Source: an optimization exercise on an open RTL-to-GDS flow (aim: small area, a short achievable clock period and few clock cycles per item). Production flows keep margins and buffers that such runs may drop. Where RTL was checked, it was by simulation tests only, not by an equivalence proof against the original.

v58:
// sha256_hash_engine_top
module sha256_hash_engine_top (
  input  logic        clk,
  input  logic        rst,
  input  logic        cfg_valid,
  output logic        cfg_ready,
  input  logic        cfg_data,
  input  logic        s_axis_tvalid,
  output logic        s_axis_tready,
  input  logic [39:0] s_axis_tdata,    
  input  logic        s_axis_tlast,
  output logic        m_axis_tvalid,
  input  logic        m_axis_tready,
  output logic [39:0] m_axis_tdata,    
  output logic        m_axis_tlast
);
Settings: LEC_CHECK=0, CAP_MARGIN=20, CORE_MARGIN=2, CORE_UTILIZATION=40, CTS_BUF_LIST=sky130_fd_sc_hd__clkbuf_4 sky130_fd_sc_hd__clkbuf_8, SETUP_SLACK_MARGIN=3.0, SLEW_MARGIN=20, TNS_END_PERCENT=100; clock period 8.5 ns.
run.sh (not shown) runs the stock make flow with config.mk's settings and CLKGATE_MAP_FILE= SYNTH_SCRIPT=/design/flow/synth_recipe.tcl, a recipe that flattens the netlist after the stock synthesis.
Testbench counts of v58, summed over its fixed seeds: cycles 55,304, bytes 42,816.
Input changes introduced in v12 (baseline for comparison: v58):
- SETUP_SLACK_MARGIN now 3.5, was 3.0
Notes after the runs:
Diff v58 -> v12: sequential cell area held steady, global routing usage on met2 grew by 0.86 points, amount of wire on met2 after detailed routing grew by 2.4%.
Vias: v12 above v58
Between v12 and v58, count of filler cells inserted in the layout is lower for v12, v58 comes in above that.
Going from v58 to v12, total detailed-routing wirelength up 4.3 mm, register-to-register slack now larger.
The final worst-path cycle share in v12 was lower than what v58 gave.
For v55, these inputs were changed with respect to v12:
- swapping 3.5 for 3.9 in SETUP_SLACK_MARGIN
### Flow results
- v55 | stages: all done | timing, DRC, antenna: all pass
- v55 and v12 ended up with nearly the same multi-input gate count.
For v21, these inputs were changed with respect to v55:
- changing SETUP_SLACK_MARGIN from 3.9 to 3.7
Notes after the runs:
There was hardly any difference in half-perimeter wire length of the detailed placement result between v55 and v21. Looking only at core utilization, and setting everything else aside, the higher value of v55 and v21 goes to v55. As far as sequential cell count goes, v55 and v21 are indistinguishable; the numbers are identical. Re clock-buffer cell count: v21 is 24 up on v55. Re post-route DRC violation count: no difference whatsoever between v21 and v55.
Inputs modified between v21 and v42:
- SETUP_SLACK_MARGIN now 4.2, was 3.7
- Of v42 and v21, the lower aggregate routed wire length belongs to v21.
- Changes observed in v42 relative to v21: worst-skew pair later-pin latency decreased by 0.02 ns relative to the old numbers; minimum clock period increased by 0.082 ns relative to the old numbers; post-CTS resize count increased by 449 relative to the old numbers; summed area of non-filler cells in the final layout increased by 5.5% relative to the old numbers.
- The lower total buffers and inverters traversed by the critical path of v42 and v21 is in v21.

Starting RTL as in the previous note.
==> flow/config.mk <==
export PLATFORM = sky130hd
export DESIGN_NAME = sha256_hash_engine_top
export DESIGN_NICKNAME = sha256_hash_engine_top
export VERILOG_FILES = /design/flow/design.v
export SDC_FILE = /design/flow/constraint.sdc
export NUM_CORES = 4
export LEC_CHECK = 0
export CAP_MARGIN = 20
export CORE_MARGIN = 2
export CORE_UTILIZATION = 40
export CTS_BUF_LIST = sky130_fd_sc_hd__clkbuf_4 sky130_fd_sc_hd__clkbuf_8
export GPL_ROUTABILITY_DRIVEN = 0
export SETUP_SLACK_MARGIN = 3.7
export SLEW_MARGIN = 20
export TNS_END_PERCENT = 100
==> flow/constraint.sdc <==
create_clock -name core_clock -period 8.5 [get_ports {clk}]
set_input_delay 1.7000 -clock core_clock [delete_from_list [all_inputs] [get_ports {clk}]]
set_output_delay 1.7000 -clock core_clock [all_outputs]
set_load 0.01 [all_outputs]
Testbench counts at the start, summed over its fixed seeds: cycles 55,304, bytes 42,816.
==> next run, changes <==
- CORE_UTILIZATION: 40 -> 50
The new run passed the timing, design-rule and antenna checks.
Setup slack is worse by 0.15 ns.
Hold slack is worse by 0.010 ns.
Routed wire length rises by about 4%.
Clock-buffer cell count does not change.
Final cell count falls by 4.8%.
Cell area falls by 0.35%.
First-iteration DRC count falls by 1.7%.
Global-route usage rises by 7.3 points.
Die area falls by about 20%.
==> next run, changes <==
- CORE_UTILIZATION: 50 -> 40
- CTS_BUF_LIST: sky130_fd_sc_hd__clkbuf_4 sky130_fd_sc_hd__clkbuf_8 -> not set
- SETUP_SLACK_MARGIN: 3.7 -> 3.8
What happened: Routed wire length goes down by 3.7%. Design area goes up by 1.7%. Register-to-register slack gets better by 0.08 ns. Count of clock-buffer cells in the layout goes down by 113. Critical path depth goes up by 2. Synthesized area is unchanged. Final cell count goes up by 4.1%. Setup slack gets better by 0.082 ns. Hold slack gets better by 0.0088 ns.
==> next run, changes <==
- GPL_ROUTABILITY_DRIVEN: 0 -> not set
Clock-buffer cell count rose by 20.
Fmax rose by 2.2%.
Worst setup slack improves by 0.10 ns.
Flip-flop and latch count stays the same.
Routed wire length rose by 3.8%.
Synthesized cell count stays the same.

Setup of old:
Another version of the RTL of sha256_hash_engine_top (not shown whole).
Size: about 1,100 flip-flops, roughly 62,000 um^2 of cells after synthesis.
clock: 8.5 ns
lec_check: 0
cap_margin: 20
core_margin: 2
core_utilization: 40
cts_buf_list: sky130_fd_sc_hd__clkbuf_4 sky130_fd_sc_hd__clkbuf_8
setup_slack_margin: 3.0
slew_margin: 20
tns_end_percent: 100
Every stage of the flow completed for old, and the final layout passed the timing, design-rule and antenna checks.
--- input diff old..new ---
- a deleted CTS_BUF_LIST that had been sky130_fd_sc_hd__clkbuf_4 sky130_fd_sc_hd__clkbuf_8
Compared with old, in new later-pin clock latency in the skew report moved down, sequential fraction of total cell area moved down.
Routed wire length ended up 0.47% lower on new than on old.
Changes observed in new relative to old: via count of the first global-routing pass moved down; summed area of non-filler cells in the final layout moved up; net count reported at finish moved down; global-route track usage on met2 level; growth of design area from synthesis to finish moved up.
Maximum frequency is higher on old
No functional check of the RTL was part of any run of this note.

Starting RTL as in the previous note.
==> flow/design.v (excerpt) <==
module sha256_hash_engine_top (
  input  logic        clk,
  input  logic        rst,
  input  logic        cfg_valid,
  output logic        cfg_ready,
  input  logic        cfg_data,
  input  logic        s_axis_tvalid,
  output logic        s_axis_tready,
  input  logic [39:0] s_axis_tdata,    
  input  logic        s_axis_tlast,
  output logic        m_axis_tvalid,
  input  logic        m_axis_tready,
  output logic [39:0] m_axis_tdata,    
  output logic        m_axis_tlast
);
clock: 8.5 ns
lec_check: 0
cap_margin: 20
core_margin: 2
core_utilization: 40
cts_buf_list: sky130_fd_sc_hd__clkbuf_4 sky130_fd_sc_hd__clkbuf_8
place_density: 0.75
setup_slack_margin: 3.0
slew_margin: 20
tns_end_percent: 100
The starting point completed without violations.
Then changed:
CORE_UTILIZATION = 60   (was 40)
CTS_BUF_LIST = default   (was sky130_fd_sc_hd__clkbuf_4 sky130_fd_sc_hd__clkbuf_8)
PLACE_DENSITY = default   (was 0.75)
Outcome: The new run ran to the end with no violations. Maximum frequency went down by 1.1%. Sequential cell count does not change. Cell count went down by 10%. Core utilization went up by 22 points. Critical path depth went down by 1. Die area went down by 33%.
Function was not checked in any run of this note: the RTL went through the layout flow alone.

-- afterwards: timing with drivers on the ports --
How much do the figures lean on ideal ports? The routed layouts below were timed once more, with nothing changed but the port constraints. Step 1 assumes that a clkbuf_16 drives the clock port and a buf_2 every other input. Step 2 also shifts input and output timing later by t, the mid clock arrival at the registers, as if the neighbouring blocks saw the same clock. Slacks: ideal ports / drivers / drivers and shift; pairs: ideal ports / drivers.
run | t, ns | setup WS [ns] | worst setup path at the end
v58 | 1.004 | 3.106 / 3.106 / 3.106 | register to register
v12 | 1.014 | 3.571 / 3.571 / 3.154 | input to register
v55 | 1.022 | 3.613 / 3.613 / 3.249 | input to register
v21 | 1.007 | 3.654 / 3.654 / 3.190 | input to register
v42 | 1.024 | 3.573 / 3.573 / 3.385 | input to register
the first run of note 2 | 0.993 | 3.663 / 3.663 / 3.206 | input to register
the second run of note 2 | 1.001 | 3.517 / 3.517 / 2.908 | input to register
the third run of note 2 | 0.837 | 3.599 / 3.599 / 3.230 | input to register
the fourth run of note 2 | 0.839 | 3.703 / 3.703 / 3.157 | input to register
old | 1.018 | 3.068 / 3.068 / 3.068 | register to register
new | 0.824 | 3.028 / 3.028 / 3.028 | register to register
the first run of note 4 | 0.993 | 2.933 / 2.933 / 2.861 | input to register
the second run of note 4 | 0.792 | 2.873 / 2.873 / 2.871 | input to register
After both steps every run listed still meets setup and hold. For the second run of note 2, which loses most, drivers alone change the setup slack by 0.000 ns; drivers and shift together by -0.609 ns.
